Background: an optimization exercise with open tools, aiming at small area. Do not read the settings as production practice. At most, simulation tests tie the RTL to the original design; equivalence was not proved. Power figures rest on the tool's default switching activity, not on a simulated workload.

== the baseline ==
==> flow/design.v (excerpt) <==
module host_terminal_top #(
   parameter int MEM_WORDS    = 64,
   parameter int CALIB_CYCLES = 16,
   parameter int RING         = 4
) (
   input  logic                 ifclk,
   input  logic                 rst,
   input  term_pkg::term_addr_t term_addr,
   input  term_pkg::reg_addr_t  reg_addr,
   input  logic [31:0]          len,
   input  logic                 read_mode,
   input  logic                 read_req,
   input  logic                 read,
   input  logic                 write_mode,
   input  logic                 write,
   input  term_pkg::reg_data_t  reg_datai,
   output term_pkg::reg_data_t  reg_datao,
   output logic                 read_rdy,
   output logic                 write_rdy,
   output term_pkg::reg_data_t  transfer_status
);
For scale: roughly 140 I/O pins, about 0.052 sq mm of cells after synthesis.
Settings: LEC_CHECK=0, ABC_AREA=1, CAP_MARGIN=20, CORE_MARGIN=2, CORE_UTILIZATION=60, SLEW_MARGIN=20; clock period 8.0 ns.
standard.sh (not shown) runs the stock make flow with config.mk's settings and CLKGATE_MAP_FILE= SYNTH_SCRIPT=/design/flow/synth_recipe.tcl, a recipe that flattens the netlist after the stock synthesis.
==> flow/flow/run.sh <==
#!/bin/bash
# The standard layout with three changes:
#  - synthesis is the standard flow's own script, but Yosys's abc maps the logic with an
#    area-oriented ABC script (flow/abc_area.script); the registers are
#    mapped before abc and are the standard synthesis's;
#  - a leaner clock tree (no dummy loads, clusters of up to 16 sinks);
#  - single-size port buffers.
set -euo pipefail
here=$(pwd)
export MY_ABC_SCRIPT="$here/flow/abc_area.script"
export BUFFER_PORTS_ARGS="-buffer_cell sky130_fd_sc_hd__buf_1"
export CTS_ARGS="-sink_clustering_enable -repair_clock_nets -dont_use_dummy_load -buf_list {sky130_fd_sc_hd__clkbuf_4 sky130_fd_sc_hd__clkbuf_8} -sink_clustering_size 16 -sink_clustering_max_diameter 50"
sed "s#SYNTH_SCRIPT=[^ ]*#SYNTH_SCRIPT=$here/flow/synth.tcl#" standard.sh > own_standard.sh
bash own_standard.sh > flow_make.log 2>&1
==> flow/flow/abc_area.script <==
strash
dch
amap -F 4 -A 8
strash
dch
amap -F 4 -A 8
topo
stime -c
==> flow/flow/synth.tcl <==
proc synth {args} { yosys synth -nofsm -noshare {*}$args }
proc abc {args} {
  if { [info exists ::env(MY_ABC_SCRIPT)] } {
    set i [lsearch -exact $args -script]
    if { $i >= 0 } {
      set args [lreplace $args [expr {$i + 1}] [expr {$i + 1}] $::env(MY_ABC_SCRIPT)]
    }
  }
  yosys abc {*}$args
}
source $::env(SCRIPTS_DIR)/synth.tcl
# left out here: clear keep_hierarchy, flatten, clean up, hide names made inside functions, write 1_2_yosys.v
Per the final summary, the baseline finished and its layout is clean on timing, DRC and antenna.
Input changes introduced in the candidate (baseline for comparison: the baseline):
diff --git a/flow/design.v b/flow/design.v
--- a/flow/design.v
+++ b/flow/design.v
@@ -88,15 +88,14 @@
    output term_pkg::reg_data_t  reg_datao,
    output logic                 read_rdy,
    output logic                 write_rdy,
    output logic                 cmd_en,
    output logic                 rd_wait,
    output logic                 wr_en,
    output logic                 rd_en,
-   output logic                 lo_load,
    output logic                 wq_load,
    output logic [WORD_AW-1:0]   wq_addr,
    output term_pkg::mem_word_t  wq_data,
    output logic                 cap_win,
    output logic [WORD_AW-1:0]   cap_addr
 );
    typedef enum logic [2:0] {
@@ -117,14 +116,15 @@
    logic      high_req;
    logic      addr_step;
    logic      rdy_set;
    logic      rdy_q;
    logic      half_q;
    logic [WORD_AW-1:0] addr_q;
    logic [WORD_AW-1:0] addr_base;
+   term_pkg::reg_data_t wr_lo;
    assign wr_start = write_mode & ~write_mode_q;
    assign rd_start = read_mode & ~read_mode_q;
    assign resume   = reg_addr[1] &
                      ((wr_start & (state == st_wr_low)) | (rd_start & (state == st_rd_high)));
    always_comb begin
       state_cur = state;
       if ((wr_start || rd_start) && !resume &&
@@ -135,18 +135,17 @@
    assign addr_step = (state_cur == st_wr_issue) | high_req;
    assign addr_base = (wr_start || rd_start) ? reg_addr[WORD_AW+1:2] : addr_q;
    assign rdy_set   = rd_en | high_req;
    assign cmd_en    = (state == st_wr_issue) | ((state == st_rd_issue) & ~cmd_full);
    assign rd_wait   = (state == st_rd_wait);
    assign wr_en     = (state == st_wr_issue);
    assign rd_en     = (state == st_rd_wait) & ~rd_empty;
-   assign lo_load   = (state_cur == st_idle) & write;
    assign wq_load   = (state_cur == st_wr_low) & write;
    assign wq_addr   = addr_base;
-   assign wq_data   = {reg_datai, rd_word[15:0]};
+   assign wq_data   = {reg_datai, wr_lo};
    assign cap_win   = ((state_cur == st_idle) & read_mode & read_req) |
                       (state == st_rd_issue) | (state == st_rd_wait);
    assign cap_addr  = addr_base;
    assign write_rdy = calib_done & ~cmd_full & ((state == st_idle) | (state == st_wr_low));
    assign read_rdy  = rdy_q;
    assign reg_datao = (half_q ? rd_word[31:16] : rd_word[15:0]) ^ {16{rd_flip}};
    always_ff @(posedge ifclk) begin
@@ -191,14 +190,16 @@
             end
             default: state <= st_idle;
          endcase
       end
    end
    always_ff @(posedge ifclk) begin
       addr_q <= addr_base + WORD_AW'(addr_step);
+      if (state_cur == st_idle && write)
+         wr_lo <= reg_datai;
       if (rdy_set)
          half_q <= high_req;
    end
 endmodule
 `timescale 1ns/1ns
 module dram_ctrl_term (
    input  logic                ifclk,
@@ -242,16 +243,14 @@
 ) (
    input  logic                 ifclk,
    input  logic                 rst,
    input  logic                 cmd_en,
    input  logic                 rd_wait,
    input  logic                 wr_en,
    input  logic                 rd_en,
-   input  logic                 lo_load,
-   input  term_pkg::reg_data_t  lo_data,
    input  logic                 wq_load,
    input  logic [$clog2(MEM_WORDS)-1:0] wq_addr,
    input  term_pkg::mem_word_t  wq_data,
    input  logic                 cap_win,
    input  logic [$clog2(MEM_WORDS)-1:0] cap_addr,
    output logic                 cmd_full,
    output term_pkg::mem_word_t  rd_word,
@@ -329,16 +328,14 @@
       end
    end
    assign cap = cap_win & (RING_W'(cap_addr[RING_W-1:0] + phase[RING_W-1:0] + 1'b1) == '0);
    always_ff @(posedge ifclk) begin
       if (cap) begin
          rd_word <= ring_in[cap_addr[WORD_AW-1:RING_W]];
          rd_flip <= ~lap;
-      end else if (lo_load) begin
-         rd_word[15:0] <= lo_data;
       end
    end
 endmodule
 `timescale 1ns/1ns
 module host_terminal_top #(
    parameter int MEM_WORDS    = 64,
    parameter int CALIB_CYCLES = 16,
@@ -371,15 +368,14 @@
    term_pkg::reg_data_t  ctrl_datao;
    logic       dram_read_rdy;
    logic       dram_write_rdy;
    logic       cmd_en;
    logic       rd_wait;
    logic       wr_en;
    logic       rd_en;
-   logic       lo_load;
    logic       wq_load;
    logic [WORD_AW-1:0]   wq_addr;
    term_pkg::mem_word_t  wq_data;
    logic       cap_win;
    logic [WORD_AW-1:0]   cap_addr;
    logic       cmd_full;
    term_pkg::mem_word_t  rd_word;
@@ -428,15 +424,14 @@
       .reg_datao     (dram_datao),
       .read_rdy      (dram_read_rdy),
       .write_rdy     (dram_write_rdy),
       .cmd_en        (cmd_en),
       .rd_wait       (rd_wait),
       .wr_en         (wr_en),
       .rd_en         (rd_en),
-      .lo_load       (lo_load),
       .wq_load       (wq_load),
       .wq_addr       (wq_addr),
       .wq_data       (wq_data),
       .cap_win       (cap_win),
       .cap_addr      (cap_addr)
    );
    dram_ctrl_term dram_ctrl_term_i (
@@ -456,16 +451,14 @@
    ) mem_port_model_i (
       .ifclk         (ifclk),
       .rst           (rst),
       .cmd_en        (cmd_en),
       .rd_wait       (rd_wait),
       .wr_en         (wr_en),
       .rd_en         (rd_en),
-      .lo_load       (lo_load),
-      .lo_data       (reg_datai),
       .wq_load       (wq_load),
       .wq_addr       (wq_addr),
       .wq_data       (wq_data),
       .cap_win       (cap_win),
       .cap_addr      (cap_addr),
       .cmd_full      (cmd_full),
       .rd_word       (rd_word),
[summary]
The candidate and the baseline ended up with nearly the same register share of total power. Count of cells along the worst register-to-register path, the candidate and the baseline: larger value in the baseline. The candidate vs. the baseline: wire length now smaller, final standard cell area without fillers up about 0.7%, maximum clock frequency has increased. The die used by the candidate is larger than the one used by the baseline. Number of enable flip-flop cells after synthesis: the candidate higher than the baseline. [compare] base=the baseline new=the candidate: fraction of synthesis flops using an asynchronous set or reset pin about even; global-route track usage on met3 saw a decrease. Relative to the baseline, cell area after synthesis has gone up in the candidate. Between the baseline and the candidate, the clock distribution area overhead in the final layout figures differ only marginally. Summary — final period demand of the worst path, the candidate relative to the baseline: lower, by 0.068 ns.


== v6 ==
Another version of the RTL of host_terminal_top (not shown whole).
For scale: roughly 140 I/O pins, ~58000 sq um of cells after synthesis.
==> module mem_port_model, before the edit <==
module mem_port_model #(
   parameter int MEM_WORDS    = 64,
   parameter int CALIB_CYCLES = 16,
   parameter int RING         = 4
) (
   input  logic                 ifclk,
   input  logic                 rst,
   input  logic                 cmd_en,
   input  logic                 cmd_rd,
   input  logic                 wr_en,
   input  logic                 rd_en,
   input  logic                 wq_load,
   input  logic [$clog2(MEM_WORDS)-1:0] wq_addr,
   input  term_pkg::mem_word_t  wq_data,
   input  logic                 cap_win,
   input  logic [$clog2(MEM_WORDS)-1:0] cap_addr,
   output logic                 cmd_full,
   output term_pkg::mem_word_t  rd_word,
   output logic                 rd_empty,
   output logic                 calib_done
);
   localparam int WORD_AW = $clog2(MEM_WORDS);
   localparam int RING_W  = $clog2(RING);
   localparam int RINGS   = MEM_WORDS / RING;
   localparam int CAL_W   = $clog2(CALIB_CYCLES + 1);
   logic [CAL_W-1:0]   calib_cnt;
   logic               cmd_valid;
   logic               cmd_rd_q;
   logic               rd_pend;
   logic [RING_W-1:0]  phase;
   term_pkg::mem_word_t wq_word;
   logic [WORD_AW-1:0] wq_waddr;
   logic               wq_valid;
   logic               wq_cancel;
   logic               wq_fire;
   logic               cap;
   term_pkg::mem_word_t ring_in [RINGS];
   term_pkg::mem_word_t ring_out [RINGS];
   logic               cap_fwd;
   always_ff @(posedge ifclk) begin
      if (rst) begin
         calib_cnt  <= '0;
         calib_done <= 1'b0;
      end else if (!calib_done) begin
         if (calib_cnt == CAL_W'(CALIB_CYCLES - 1))
            calib_done <= 1'b1;
         calib_cnt <= calib_cnt + 1'b1;
      end
   end
   always_ff @(posedge ifclk) begin
      if (rst)
         cmd_valid <= 1'b0;
      else
         cmd_valid <= cmd_en;
      if (cmd_en)
         cmd_rd_q <= cmd_rd;
   end
   always_ff @(posedge ifclk) begin
      if (rst)
         rd_pend <= 1'b0;
      else if (cmd_valid && cmd_rd_q)
         rd_pend <= 1'b1;
      else if (rd_en)
         rd_pend <= 1'b0;
   end
   assign cmd_full = ~calib_done | cmd_valid;
   assign rd_empty = ~rd_pend;
   always_ff @(posedge ifclk)
      phase <= phase + 1'b1;
   assign wq_cancel = rst & wr_en;
   assign wq_fire   = wq_valid & ~wq_cancel &
                      (RING_W'(wq_waddr[RING_W-1:0] + phase + 1'b1) == '0);
   always_ff @(posedge ifclk) begin
      if (wq_load) begin
         wq_word  <= wq_data;
         wq_waddr <= wq_addr;
         wq_valid <= 1'b1;
      end else if (wq_fire || wq_cancel) begin
         wq_valid <= 1'b0;
      end
   end
   for (genvar g = 0; g < RINGS; g++) begin : ring
      term_pkg::mem_word_t slot [RING];
      assign ring_in[g] = (wq_fire && wq_waddr[WORD_AW-1:RING_W] == (WORD_AW-RING_W)'(g)) ?
                          wq_word : slot[RING-1];
      assign ring_out[g] = slot[RING-1];
      always_ff @(posedge ifclk) begin
         slot[0] <= ring_in[g];
         for (int k = 1; k < RING; k++)
            slot[k] <= slot[k-1];
      end
   end
   assign cap = cap_win & (RING_W'(cap_addr[RING_W-1:0] + phase + 1'b1) == '0);
   term_pkg::mem_word_t ring_sel;
   term_pkg::mem_word_t ring_grp [RINGS/4];
   for (genvar q = 0; q < RINGS/4; q++) begin : rgrp
      always_comb begin
         case (cap_addr[RING_W+1:RING_W])
            2'd0: ring_grp[q] = ring_out[4*q];
            2'd1: ring_grp[q] = ring_out[4*q+1];
            2'd2: ring_grp[q] = ring_out[4*q+2];
            default: ring_grp[q] = ring_out[4*q+3];
         endcase
      end
   end
   always_comb begin
      case (cap_addr[RING_W+3:RING_W+2])
         2'd0: ring_sel = ring_grp[0];
         2'd1: ring_sel = ring_grp[1];
         2'd2: ring_sel = ring_grp[2];
         default: ring_sel = ring_grp[3];
      endcase
   end
   assign cap_fwd = wq_valid & (wq_waddr == cap_addr);
   always_ff @(posedge ifclk) begin
      if (cap)
         rd_word <= cap_fwd ? wq_word : ring_sel;
   end
endmodule
clock: 8.0 ns
lec_check: 0
abc_area: 0
cap_margin: 20
core_margin: 2
core_utilization: 60
slew_margin: 20
==> flow/flow/run.sh <==
#!/bin/bash
# Standard layout with a leaner clock tree (no dummy loads, larger sink
# clusters) and single-size port buffers. Synthesis is the standard flow's own.
set -euo pipefail
export BUFFER_PORTS_ARGS="-buffer_cell sky130_fd_sc_hd__buf_1"
export CTS_ARGS="-sink_clustering_enable -repair_clock_nets -dont_use_dummy_load -buf_list {sky130_fd_sc_hd__clkbuf_4 sky130_fd_sc_hd__clkbuf_8} -sink_clustering_size 16 -sink_clustering_max_diameter 50"
bash standard.sh > flow_make.log 2>&1
Having completed the whole flow, v6 delivered a layout that passed the timing, DRC and antenna checks.
The following lists how v7 was set up differently from v6:
diff --git a/flow/design.v b/flow/design.v
--- a/flow/design.v
+++ b/flow/design.v
@@ -333,10 +333,10 @@
    for (genvar q = 0; q < RINGS/4; q++) begin : rgrp
       always_comb begin
          case (cap_addr[RING_W+1:RING_W])
-            2'd0: ring_grp[q] = ring_out[4*q];
-            2'd1: ring_grp[q] = ring_out[4*q+1];
-            2'd2: ring_grp[q] = ring_out[4*q+2];
-            default: ring_grp[q] = ring_out[4*q+3];
+            2'd0: ring_grp[q] = ring_in[4*q];
+            2'd1: ring_grp[q] = ring_in[4*q+1];
+            2'd2: ring_grp[q] = ring_in[4*q+2];
+            default: ring_grp[q] = ring_in[4*q+3];
          endcase
       end
    end
@@ -351,7 +351,7 @@
    assign cap_fwd = wq_valid & (wq_waddr == cap_addr);
    always_ff @(posedge ifclk) begin
       if (cap)
-         rd_word <= cap_fwd ? wq_word : ring_sel;
+         rd_word <= ring_sel;
    end
 endmodule
 `timescale 1ns/1ns
==> results.txt <==
Compared with v6, v7 shows a die area that is 1.1% higher.
Diff v6 -> v7: via count climbed 635; total power dropped 0.076 mW; estimated wirelength of the detail-placed design climbed about 8%; routed wire length climbed 0.99%.
Function was not checked in any run of this note: the RTL went through the layout flow alone.

==> re-timing with driven ports <==
The results above use ideal ports. As a check the final layouts listed here were re-extracted and re-timed, cells and wires unchanged. Step 1, drivers: a clkbuf_16 drives ifclk and a buf_2 each remaining input, both assumed. Step 2 also shifts input and output timing later by t, the mid clock arrival at the registers, as if the neighbouring blocks saw the same clock. Three values: no drivers, after step 1, after step 2; two values: the first two.
| run | shift t [ns] | slack for setup (ns) | worst setup path after step 2 | latest minus earliest clock arrival (ns) | worst data-port slew with drivers (ns) |
|---|---|---|---|---|---|
| the baseline | 0.888 | 1.462 / 1.502 / 0.614 | input to register | 0.070 / 0.070 | 0.09 |
| the candidate | 0.903 | 1.529 / 1.570 / 0.667 | input to register | 0.075 / 0.075 | 0.08 |
| v6 | 0.909 | 2.122 / 2.097 / 2.097 | input to output | 0.083 / 0.083 | 0.10 |
| v7 | 0.898 | 1.567 / 1.517 / 1.517 | input to output | 0.072 / 0.072 | 0.17 |
After both steps setup and hold are still met in every run listed. For the candidate, which loses most, drivers alone change the setup slack by +0.041 ns; drivers and shift together by -0.862 ns.
